This design comes from an exercise in tuning for small area, a short achievable clock period and few clock cycles per item on the open sky130 flow, not from production work. In this exercise RTL edits were held to simulation tests only and were not proved equivalent to the original. Power and IR drop assume default switching activity.

==> 08-08 <==
Design quadrature_position_counter_unit, start of the top module:
module quadrature_position_counter_unit (
   input  wire logic        clock,
   input  wire logic        reset,
   input  wire logic        req_valid,
   output logic             req_ready,
   input  wire logic [1:0]  req_type,
   input  wire logic        req_pin_a,
   input  wire logic        req_pin_b,
   input  wire logic [20:0] req_new_value,
   output logic             rsp_valid,
   input  wire logic        rsp_ready,
   output logic [20:0]      rsp_position,
   output logic [31:0]      rsp_raw_count,
   input  wire logic        csr_psel,
   input  wire logic        csr_penable,
   input  wire logic        csr_pwrite,
   input  wire logic [4:0]  csr_paddr,
   input  wire logic [31:0] csr_pwdata,
   output logic [31:0]      csr_prdata,
   output logic             csr_pready
);
Settings: LEC_CHECK=0, CAP_MARGIN=20, CORE_MARGIN=2, CORE_UTILIZATION=50, SETUP_SLACK_MARGIN=5, SLEW_MARGIN=20, TNS_END_PERCENT=0; clock period 9.0 ns.
run.sh (not shown) runs the stock make flow with config.mk's settings and CLKGATE_MAP_FILE= SYNTH_SCRIPT=/design/flow/synth_recipe.tcl, a recipe that flattens the netlist after the stock synthesis.
==> inputs of 01-01, as changes to 08-08 <==
--- a/flow/design.v
+++ b/flow/design.v
@@ -67,15 +67,14 @@
          bw_one[i] = bw[2*i] ^ bw[2*i+1];
          bw_two[i] = (bw[2*i +: 3] == 3'b011) | (bw[2*i +: 3] == 3'b100);
          bw_neg[i] = bw[2*i+2] & ~(bw[2*i+1] & bw[2*i]);
       end
    end
    logic signed [7:0]  ofs_ff;
    logic               en_ff;
-   logic [21:0]        prdata_ff;    
    logic [2:0] csr_idx;
    logic       csr_wr;
    assign csr_idx    = csr_paddr[4:2];
    assign csr_wr     = csr_psel & csr_penable & csr_pwrite;
    assign csr_pready = 1'b1;
    always_ff @(posedge clock) begin
       if (reset) begin
@@ -105,26 +104,25 @@
             end
             3'd4: ofs_ff   <= csr_pwdata[7:0];
             3'd5: en_ff    <= csr_pwdata[0];
             default: ;
          endcase
       end
    end
-   always_ff @(posedge clock) begin
+   always_comb begin
       case (csr_idx)
-         3'd0:    prdata_ff <= {min_ff[20], min_ff};
-         3'd1:    prdata_ff <= {max_ff[20], max_ff};
-         3'd2:    prdata_ff <= {21'd0, wrap_ff};
-         3'd3:    prdata_ff <= {15'd0, s_ff & {7{~sz_ff}}};
-         3'd4:    prdata_ff <= {{14{ofs_ff[7]}}, ofs_ff};
-         3'd5:    prdata_ff <= {21'd0, en_ff};
-         default: prdata_ff <= 22'd0;
+         3'd0:    csr_prdata = {{11{min_ff[20]}}, min_ff};
+         3'd1:    csr_prdata = {{11{max_ff[20]}}, max_ff};
+         3'd2:    csr_prdata = {31'd0, wrap_ff};
+         3'd3:    csr_prdata = {25'd0, s_ff & {7{~sz_ff}}};
+         3'd4:    csr_prdata = {{24{ofs_ff[7]}}, ofs_ff};
+         3'd5:    csr_prdata = {31'd0, en_ff};
+         default: csr_prdata = 32'd0;
       endcase
    end
-   assign csr_prdata = {{10{prdata_ff[21]}}, prdata_ff};
    logic       wr_min, wr_max, wr_steps, wr_ofs;
    assign wr_min   = csr_wr && (csr_idx == 3'd0);
    assign wr_max   = csr_wr && (csr_idx == 3'd1);
    assign wr_steps = csr_wr && (csr_idx == 3'd3);
    assign wr_ofs   = csr_wr && (csr_idx == 3'd4);
    logic [6:0] s, sm1;
    logic       s_is1;
@@ -182,27 +180,25 @@
          end
       end
    end
    logic signed [7:0] qo;
    logic [6:0]        ro;
    assign qo = {osg_ff, oq_ff};
    assign ro = or_ff;
-   logic        h_v, k_v, h_redo;
-   logic [1:0]  h_kind, k_kind, in_kind;
-   logic        h_du, h_dd, k_du, k_dd, in_du, in_dd;
+   logic        h_v, h_redo;
+   logic [1:0]  h_kind, in_kind;
+   logic        h_du, h_dd, in_du, in_dd;
    logic [22:0] h_nv;
-   logic [21:0] k_nv;
    logic [21:0] in_qv;      
    assign in_qv = ((req_type == 2'd1) ? {req_new_value[20], req_new_value} : 22'd0)
                 + {{14{osg_ff}}, osg_ff, oq_ff};
-   logic        rdy_ff;
    logic        pop, push;
    logic [3:0]  hist_ff, hist_n;
-   assign req_ready = rdy_ff;
-   assign push      = req_valid & rdy_ff;
+   assign req_ready = (~h_v | pop) & ~mbusy & ~obusy_ff;
+   assign push      = req_valid & req_ready;
    assign hist_n    = {hist_ff[1:0], req_pin_b, req_pin_a};
    always_comb begin
       in_kind = req_type;
       if (req_type == 2'd0 && !en_ff) in_kind = 2'd3;
       in_du = 1'b0;
       in_dd = 1'b0;
       if (req_type == 2'd0 && en_ff) begin
@@ -419,65 +415,35 @@
          3'd4: dr_ff   <= mul_p[28:0];
          default: ;
       endcase
    end
    always_ff @(posedge clock) begin
       if (reset) begin
          h_v     <= 1'b0;
-         k_v     <= 1'b0;
          h_redo  <= 1'b0;
-         rdy_ff  <= 1'b0;
          hist_ff <= 4'd0;
       end else begin
          if (push && req_type == 2'd0 && en_ff) hist_ff <= hist_n;
-         if (pop) begin
-            h_redo <= 1'b0;
-            if (k_v) begin
-               h_v <= 1'b1;
-               k_v <= push;
-            end else begin
-               h_v <= push;
-               k_v <= 1'b0;
-            end
-         end else begin
-            if (redo) h_redo <= 1'b1;
-            if (!h_v) begin
-               h_v <= push;
-            end else if (push) begin
-               k_v <= 1'b1;
-            end
-         end
-         rdy_ff <= ~((h_v & ~pop & (k_v | push)) | (pop & k_v & push)) &
-                   ~mstart & ~(mbusy & (mstep_ff != 3'd4)) &
-                   ~wr_ofs & ~wr_steps & ~(obusy_ff & (ocnt_ff != 3'd7));
+         h_v <= push | (h_v & ~pop);
+         if (pop)       h_redo <= 1'b0;
+         else if (redo) h_redo <= 1'b1;
       end
-      if (pop && k_v) begin
-         h_kind <= k_kind;
-         h_du   <= k_du;
-         h_dd   <= k_dd;
-         h_nv   <= {k_nv[21], k_nv};
-      end else if ((pop || !h_v) && push) begin
+      if (push) begin
          h_kind <= in_kind;
          h_du   <= in_du;
          h_dd   <= in_dd;
          h_nv   <= {in_qv[21], in_qv};
       end else begin
          case (mstep_ff)
             3'd1: h_nv <= {min_x[21], min_x};
             3'd2: h_nv <= {max_x[21], max_x};
             3'd3: h_nv <= w_ff;
             default: ;
          endcase
       end
-      if (!k_v) begin
-         k_kind <= in_kind;
-         k_du   <= in_du;
-         k_dd   <= in_dd;
-         k_nv   <= in_qv;
-      end
    end
    always_ff @(posedge clock) begin
       if (reset) begin
          t_ff  <= 32'd0;
          qf_ff <= 32'd0;
          rf_ff <= 7'd0;
       end else begin
==> inputs of 07-28, as changes to 08-08 <==
--- a/flow/design.v
+++ b/flow/design.v
@@ -67,15 +67,14 @@
          bw_one[i] = bw[2*i] ^ bw[2*i+1];
          bw_two[i] = (bw[2*i +: 3] == 3'b011) | (bw[2*i +: 3] == 3'b100);
          bw_neg[i] = bw[2*i+2] & ~(bw[2*i+1] & bw[2*i]);
       end
    end
    logic signed [7:0]  ofs_ff;
    logic               en_ff;
-   logic [21:0]        prdata_ff;    
    logic [2:0] csr_idx;
    logic       csr_wr;
    assign csr_idx    = csr_paddr[4:2];
    assign csr_wr     = csr_psel & csr_penable & csr_pwrite;
    assign csr_pready = 1'b1;
    always_ff @(posedge clock) begin
       if (reset) begin
@@ -105,26 +104,25 @@
             end
             3'd4: ofs_ff   <= csr_pwdata[7:0];
             3'd5: en_ff    <= csr_pwdata[0];
             default: ;
          endcase
       end
    end
-   always_ff @(posedge clock) begin
+   always_comb begin
       case (csr_idx)
-         3'd0:    prdata_ff <= {min_ff[20], min_ff};
-         3'd1:    prdata_ff <= {max_ff[20], max_ff};
-         3'd2:    prdata_ff <= {21'd0, wrap_ff};
-         3'd3:    prdata_ff <= {15'd0, s_ff & {7{~sz_ff}}};
-         3'd4:    prdata_ff <= {{14{ofs_ff[7]}}, ofs_ff};
-         3'd5:    prdata_ff <= {21'd0, en_ff};
-         default: prdata_ff <= 22'd0;
+         3'd0:    csr_prdata = {{11{min_ff[20]}}, min_ff};
+         3'd1:    csr_prdata = {{11{max_ff[20]}}, max_ff};
+         3'd2:    csr_prdata = {31'd0, wrap_ff};
+         3'd3:    csr_prdata = {25'd0, s_ff & {7{~sz_ff}}};
+         3'd4:    csr_prdata = {{24{ofs_ff[7]}}, ofs_ff};
+         3'd5:    csr_prdata = {31'd0, en_ff};
+         default: csr_prdata = 32'd0;
       endcase
    end
-   assign csr_prdata = {{10{prdata_ff[21]}}, prdata_ff};
    logic       wr_min, wr_max, wr_steps, wr_ofs;
    assign wr_min   = csr_wr && (csr_idx == 3'd0);
    assign wr_max   = csr_wr && (csr_idx == 3'd1);
    assign wr_steps = csr_wr && (csr_idx == 3'd3);
    assign wr_ofs   = csr_wr && (csr_idx == 3'd4);
    logic [6:0] s, sm1;
    logic       s_is1;
@@ -145,64 +143,66 @@
    assign minr = {{4{minr_ff[27]}}, minr_ff};
    assign maxr = {{4{maxr_ff[27]}}, maxr_ff};
    assign dr   = {{3{dr_ff[28]}}, dr_ff};
    logic [2:0]         mstep_ff;
    logic               mbusy;
    logic               mbusy_ff;
    assign mbusy = mbusy_ff;
-   logic [6:0] oq_ff;         
+   logic [7:0] oq_ff;         
    logic       osg_ff;        
    logic [6:0] or_ff;         
    logic [2:0] ocnt_ff;
    logic       obusy_ff;
    logic [7:0] osrc;
    assign osrc = wr_ofs ? csr_pwdata[7:0] : ofs_ff;
-   logic [7:0] otrial, odiff;
-   logic       oge;
-   logic [6:0] orem;
-   assign otrial = {or_ff, oq_ff[6]};
-   assign odiff  = otrial - {1'b0, s};
-   assign oge    = ~odiff[7];
-   assign orem   = oge ? odiff[6:0] : otrial[6:0];
+   logic [7:0] otrial, odiff, otrial2, odiff2;
+   logic       oge, oge2;
+   logic [6:0] orem, orem2;
+   assign otrial  = {or_ff, oq_ff[7]};
+   assign odiff   = otrial - {1'b0, s};
+   assign oge     = ~odiff[7];
+   assign orem    = oge ? odiff[6:0] : otrial[6:0];
+   assign otrial2 = {orem, oq_ff[6]};
+   assign odiff2  = otrial2 - {1'b0, s};
+   assign oge2    = ~odiff2[7];
+   assign orem2   = oge2 ? odiff2[6:0] : otrial2[6:0];
    always_ff @(posedge clock) begin
       if (reset || wr_ofs || wr_steps) begin
-         oq_ff    <= reset ? 7'd0 : (osrc[6:0] ^ {7{osrc[7]}});
+         oq_ff    <= reset ? 8'd0 : {1'b0, osrc[6:0] ^ {7{osrc[7]}}};
          osg_ff   <= reset ? 1'b0 : osrc[7];
          or_ff    <= 7'd0;
          ocnt_ff  <= 3'd0;
          obusy_ff <= 1'b1;
       end else if (obusy_ff) begin
          ocnt_ff <= ocnt_ff + 3'd1;
-         if (ocnt_ff == 3'd7) begin
+         if (ocnt_ff == 3'd4) begin
             obusy_ff <= 1'b0;
-            oq_ff    <= oq_ff ^ {7{osg_ff}};
+            oq_ff    <= {1'b0, oq_ff[6:0] ^ {7{osg_ff}}};
             or_ff    <= osg_ff ? (sm1 - or_ff) : or_ff;
          end else begin
-            oq_ff <= {oq_ff[5:0], oge};
-            or_ff <= orem;
+            oq_ff <= {oq_ff[5:0], oge, oge2};
+            or_ff <= orem2;
          end
       end
    end
    logic signed [7:0] qo;
    logic [6:0]        ro;
-   assign qo = {osg_ff, oq_ff};
+   assign qo = {osg_ff, oq_ff[6:0]};
    assign ro = or_ff;
-   logic        h_v, k_v, h_redo;
-   logic [1:0]  h_kind, k_kind, in_kind;
-   logic        h_du, h_dd, k_du, k_dd, in_du, in_dd;
+   logic        h_v, h_redo;
+   logic [1:0]  h_kind, in_kind;
+   logic        h_du, h_dd, in_du, in_dd;
    logic [22:0] h_nv;
-   logic [21:0] k_nv;
    logic [21:0] in_qv;      
    assign in_qv = ((req_type == 2'd1) ? {req_new_value[20], req_new_value} : 22'd0)
-                + {{14{osg_ff}}, osg_ff, oq_ff};
-   logic        rdy_ff;
+                + {{14{osg_ff}}, osg_ff, oq_ff[6:0]};
    logic        pop, push;
    logic [3:0]  hist_ff, hist_n;
-   assign req_ready = rdy_ff;
-   assign push      = req_valid & rdy_ff;
+   assign req_ready = (~h_v | pop) & ~mbusy & ~obusy_ff;
+   assign push      = req_valid & req_ready;
    assign hist_n    = {hist_ff[1:0], req_pin_b, req_pin_a};
    always_comb begin
       in_kind = req_type;
       if (req_type == 2'd0 && !en_ff) in_kind = 2'd3;
       in_du = 1'b0;
       in_dd = 1'b0;
       if (req_type == 2'd0 && en_ff) begin
@@ -419,65 +419,35 @@
          3'd4: dr_ff   <= mul_p[28:0];
          default: ;
       endcase
    end
    always_ff @(posedge clock) begin
       if (reset) begin
          h_v     <= 1'b0;
-         k_v     <= 1'b0;
          h_redo  <= 1'b0;
-         rdy_ff  <= 1'b0;
          hist_ff <= 4'd0;
       end else begin
          if (push && req_type == 2'd0 && en_ff) hist_ff <= hist_n;
-         if (pop) begin
-            h_redo <= 1'b0;
-            if (k_v) begin
-               h_v <= 1'b1;
-               k_v <= push;
-            end else begin
-               h_v <= push;
-               k_v <= 1'b0;
-            end
-         end else begin
-            if (redo) h_redo <= 1'b1;
-            if (!h_v) begin
-               h_v <= push;
-            end else if (push) begin
-               k_v <= 1'b1;
-            end
-         end
-         rdy_ff <= ~((h_v & ~pop & (k_v | push)) | (pop & k_v & push)) &
-                   ~mstart & ~(mbusy & (mstep_ff != 3'd4)) &
-                   ~wr_ofs & ~wr_steps & ~(obusy_ff & (ocnt_ff != 3'd7));
+         h_v <= push | (h_v & ~pop);
+         if (pop)       h_redo <= 1'b0;
+         else if (redo) h_redo <= 1'b1;
       end
-      if (pop && k_v) begin
-         h_kind <= k_kind;
-         h_du   <= k_du;
-         h_dd   <= k_dd;
-         h_nv   <= {k_nv[21], k_nv};
-      end else if ((pop || !h_v) && push) begin
+      if (push) begin
          h_kind <= in_kind;
          h_du   <= in_du;
          h_dd   <= in_dd;
          h_nv   <= {in_qv[21], in_qv};
       end else begin
          case (mstep_ff)
             3'd1: h_nv <= {min_x[21], min_x};
             3'd2: h_nv <= {max_x[21], max_x};
             3'd3: h_nv <= w_ff;
             default: ;
          endcase
       end
-      if (!k_v) begin
-         k_kind <= in_kind;
-         k_du   <= in_du;
-         k_dd   <= in_dd;
-         k_nv   <= in_qv;
-      end
    end
    always_ff @(posedge clock) begin
       if (reset) begin
          t_ff  <= 32'd0;
          qf_ff <= 32'd0;
          rf_ff <= 7'd0;
       end else begin
==> flow/flow/run.sh (new file) <==
#!/bin/bash
# Standard layout, with the port buffers the standard flow's flow inserts made the
# smallest plain buffer instead of the default choice.
set -e
export BUFFER_PORTS_ARGS="-buffer_cell sky130_fd_sc_hd__buf_1"
bash standard.sh > standard.log 2>&1
==> flow/standard.sh (new file) <==
#!/bin/bash
# synth_recipe.tcl (not shown) runs the flow's synth.tcl, then flattens the netlist and writes it again
# the make line also repeats each setting of config.mk as NAME=value (left out here)
make -C /OpenROAD-flow-scripts/flow DESIGN_CONFIG=/design/flow/config.mk WORK_HOME=/design/flow/orfs CLKGATE_MAP_FILE= SYNTH_SCRIPT=/design/flow/synth_recipe.tcl "${@:-finish}"
Settings changed: ABC_AREA set to 1, CORE_UTILIZATION 50 to 60.
removed: flow/run.sh
==> inputs of 07-11, as changes to 08-08 <==
--- a/flow/design.v
+++ b/flow/design.v
@@ -67,15 +67,14 @@
          bw_one[i] = bw[2*i] ^ bw[2*i+1];
          bw_two[i] = (bw[2*i +: 3] == 3'b011) | (bw[2*i +: 3] == 3'b100);
          bw_neg[i] = bw[2*i+2] & ~(bw[2*i+1] & bw[2*i]);
       end
    end
    logic signed [7:0]  ofs_ff;
    logic               en_ff;
-   logic [21:0]        prdata_ff;    
    logic [2:0] csr_idx;
    logic       csr_wr;
    assign csr_idx    = csr_paddr[4:2];
    assign csr_wr     = csr_psel & csr_penable & csr_pwrite;
    assign csr_pready = 1'b1;
    always_ff @(posedge clock) begin
       if (reset) begin
@@ -105,26 +104,25 @@
             end
             3'd4: ofs_ff   <= csr_pwdata[7:0];
             3'd5: en_ff    <= csr_pwdata[0];
             default: ;
          endcase
       end
    end
-   always_ff @(posedge clock) begin
+   always_comb begin
       case (csr_idx)
-         3'd0:    prdata_ff <= {min_ff[20], min_ff};
-         3'd1:    prdata_ff <= {max_ff[20], max_ff};
-         3'd2:    prdata_ff <= {21'd0, wrap_ff};
-         3'd3:    prdata_ff <= {15'd0, s_ff & {7{~sz_ff}}};
-         3'd4:    prdata_ff <= {{14{ofs_ff[7]}}, ofs_ff};
-         3'd5:    prdata_ff <= {21'd0, en_ff};
-         default: prdata_ff <= 22'd0;
+         3'd0:    csr_prdata = {{11{min_ff[20]}}, min_ff};
+         3'd1:    csr_prdata = {{11{max_ff[20]}}, max_ff};
+         3'd2:    csr_prdata = {31'd0, wrap_ff};
+         3'd3:    csr_prdata = {25'd0, s_ff & {7{~sz_ff}}};
+         3'd4:    csr_prdata = {{24{ofs_ff[7]}}, ofs_ff};
+         3'd5:    csr_prdata = {31'd0, en_ff};
+         default: csr_prdata = 32'd0;
       endcase
    end
-   assign csr_prdata = {{10{prdata_ff[21]}}, prdata_ff};
    logic       wr_min, wr_max, wr_steps, wr_ofs;
    assign wr_min   = csr_wr && (csr_idx == 3'd0);
    assign wr_max   = csr_wr && (csr_idx == 3'd1);
    assign wr_steps = csr_wr && (csr_idx == 3'd3);
    assign wr_ofs   = csr_wr && (csr_idx == 3'd4);
    logic [6:0] s, sm1;
    logic       s_is1;
@@ -182,27 +180,25 @@
          end
       end
    end
    logic signed [7:0] qo;
    logic [6:0]        ro;
    assign qo = {osg_ff, oq_ff};
    assign ro = or_ff;
-   logic        h_v, k_v, h_redo;
-   logic [1:0]  h_kind, k_kind, in_kind;
-   logic        h_du, h_dd, k_du, k_dd, in_du, in_dd;
+   logic        h_v, h_redo;
+   logic [1:0]  h_kind, in_kind;
+   logic        h_du, h_dd, in_du, in_dd;
    logic [22:0] h_nv;
-   logic [21:0] k_nv;
    logic [21:0] in_qv;      
    assign in_qv = ((req_type == 2'd1) ? {req_new_value[20], req_new_value} : 22'd0)
                 + {{14{osg_ff}}, osg_ff, oq_ff};
-   logic        rdy_ff;
    logic        pop, push;
    logic [3:0]  hist_ff, hist_n;
-   assign req_ready = rdy_ff;
-   assign push      = req_valid & rdy_ff;
+   assign req_ready = (~h_v | pop) & ~mbusy & ~obusy_ff;
+   assign push      = req_valid & req_ready;
    assign hist_n    = {hist_ff[1:0], req_pin_b, req_pin_a};
    always_comb begin
       in_kind = req_type;
       if (req_type == 2'd0 && !en_ff) in_kind = 2'd3;
       in_du = 1'b0;
       in_dd = 1'b0;
       if (req_type == 2'd0 && en_ff) begin
@@ -419,65 +415,35 @@
          3'd4: dr_ff   <= mul_p[28:0];
          default: ;
       endcase
    end
    always_ff @(posedge clock) begin
       if (reset) begin
          h_v     <= 1'b0;
-         k_v     <= 1'b0;
          h_redo  <= 1'b0;
-         rdy_ff  <= 1'b0;
          hist_ff <= 4'd0;
       end else begin
          if (push && req_type == 2'd0 && en_ff) hist_ff <= hist_n;
-         if (pop) begin
-            h_redo <= 1'b0;
-            if (k_v) begin
-               h_v <= 1'b1;
-               k_v <= push;
-            end else begin
-               h_v <= push;
-               k_v <= 1'b0;
-            end
-         end else begin
-            if (redo) h_redo <= 1'b1;
-            if (!h_v) begin
-               h_v <= push;
-            end else if (push) begin
-               k_v <= 1'b1;
-            end
-         end
-         rdy_ff <= ~((h_v & ~pop & (k_v | push)) | (pop & k_v & push)) &
-                   ~mstart & ~(mbusy & (mstep_ff != 3'd4)) &
-                   ~wr_ofs & ~wr_steps & ~(obusy_ff & (ocnt_ff != 3'd7));
+         h_v <= push | (h_v & ~pop);
+         if (pop)       h_redo <= 1'b0;
+         else if (redo) h_redo <= 1'b1;
       end
-      if (pop && k_v) begin
-         h_kind <= k_kind;
-         h_du   <= k_du;
-         h_dd   <= k_dd;
-         h_nv   <= {k_nv[21], k_nv};
-      end else if ((pop || !h_v) && push) begin
+      if (push) begin
          h_kind <= in_kind;
          h_du   <= in_du;
          h_dd   <= in_dd;
          h_nv   <= {in_qv[21], in_qv};
       end else begin
          case (mstep_ff)
             3'd1: h_nv <= {min_x[21], min_x};
             3'd2: h_nv <= {max_x[21], max_x};
             3'd3: h_nv <= w_ff;
             default: ;
          endcase
       end
-      if (!k_v) begin
-         k_kind <= in_kind;
-         k_du   <= in_du;
-         k_dd   <= in_dd;
-         k_nv   <= in_qv;
-      end
    end
    always_ff @(posedge clock) begin
       if (reset) begin
          t_ff  <= 32'd0;
          qf_ff <= 32'd0;
          rf_ff <= 7'd0;
       end else begin
Settings changed: ABC_AREA set to 1, CORE_UTILIZATION 50 to 60.
==> key figures <==
Status
  – Status: complete, no violations

Placed design
  – DP Cell Count: about 5700
  – GPL Wtd Cong: approximately 1

Worst setup path
  – Slowest CP cell: dlygate4sd2_1

Timing
  – Worst setup margin: ~3.9 ns

Synthesis
  – Syn Inst Count: approximately 5000

Power and ir drop
  – Switching pwr: 3.01 mW

Floorplan
  – Site Rows: 89
[end of results for 07-11]
==> key figures <==
Status
  – Status: complete, no violations

Power and ir drop
  – Switching pwr: roughly 3.3 mW

Floorplan
  – Site Rows: a little under 90

Placed design
  – DP Cell Count: approximately 5600
  – GPL Wtd Cong: 0.998

Worst setup path
  – Slowest CP cell: edfxtp_1

Timing
  – Worst setup margin: approximately 4.0 ns

Synthesis
  – Syn Inst Count: roughly 4800
[end of results for 07-28]
==> key figures <==
Synthesis
  – Syn Inst Count: slightly above 4000

Timing
  – Worst setup margin: around 3.6 ns

Power and ir drop
  – Switching pwr: about 3.0 mW

Status
  – Status: complete, no violations

Placed design
  – GPL Wtd Cong: 1.01

GRT
  – Met1 GRT Util: 53.2%

Worst setup path
  – Slowest CP cell: edfxtp_1

Floorplan
  – Site Rows: 96
[end of results for 01-01]
==> key figures <==
Placed design
  – DP Cell Count: 5059
  – GPL Wtd Cong: 0.980

Power and ir drop
  – Switching pwr: around 3.0 mW

Status
  – Status: complete, no violations

Worst setup path
  – Slowest CP cell: o21ai_2
[end of results for 08-08]
Testbench counts of 08-08, summed over its fixed seeds: cycles 9,942, items 9,600.
Testbench counts of 01-01, summed over its fixed seeds: cycles 9,942, items 9,600.
Testbench counts of 07-28, summed over its fixed seeds: cycles 9,846, items 9,600.
Testbench counts of 07-11, summed over its fixed seeds: cycles 9,942, items 9,600.

port drivers added, routing unchanged:
The flow's constraints put no driver on any port. The routed layouts listed below were extracted and timed again, unchanged, in two steps. Step 1 assumes that a clkbuf_16 drives the clock port and a buf_2 every other input. Step 2 moves the port delays by t, midway between the first and last clock arrival at a register: inputs arrive t later, outputs are due t later. That takes back most of the time a late clock gives input paths. Slacks: ideal / step 1 / step 2; pairs: ideal / step 1.
run	shift t [ns]	slack for setup (ns)	worst hold slack (ns)	worst register clock-pin slew, ns	worst data-port slew with drivers (ns)
08-08	0.679	3.740 / 3.740 / 3.112	0.473 / 0.473 / 0.473	0.07 / 0.07	0.05
01-01	0.682	3.588 / 3.522 / 3.403	0.480 / 0.480 / 0.480	0.07 / 0.07	0.06
07-28	0.672	3.976 / 3.914 / 3.533	0.457 / 0.457 / 0.457	0.07 / 0.07	0.09
07-11	0.665	3.945 / 3.896 / 3.346	0.463 / 0.463 / 0.463	0.08 / 0.08	0.07
After both steps every run listed still meets setup and hold. For 08-08, which loses most, drivers alone change the setup slack by 0.000 ns; drivers and shift together by -0.628 ns.
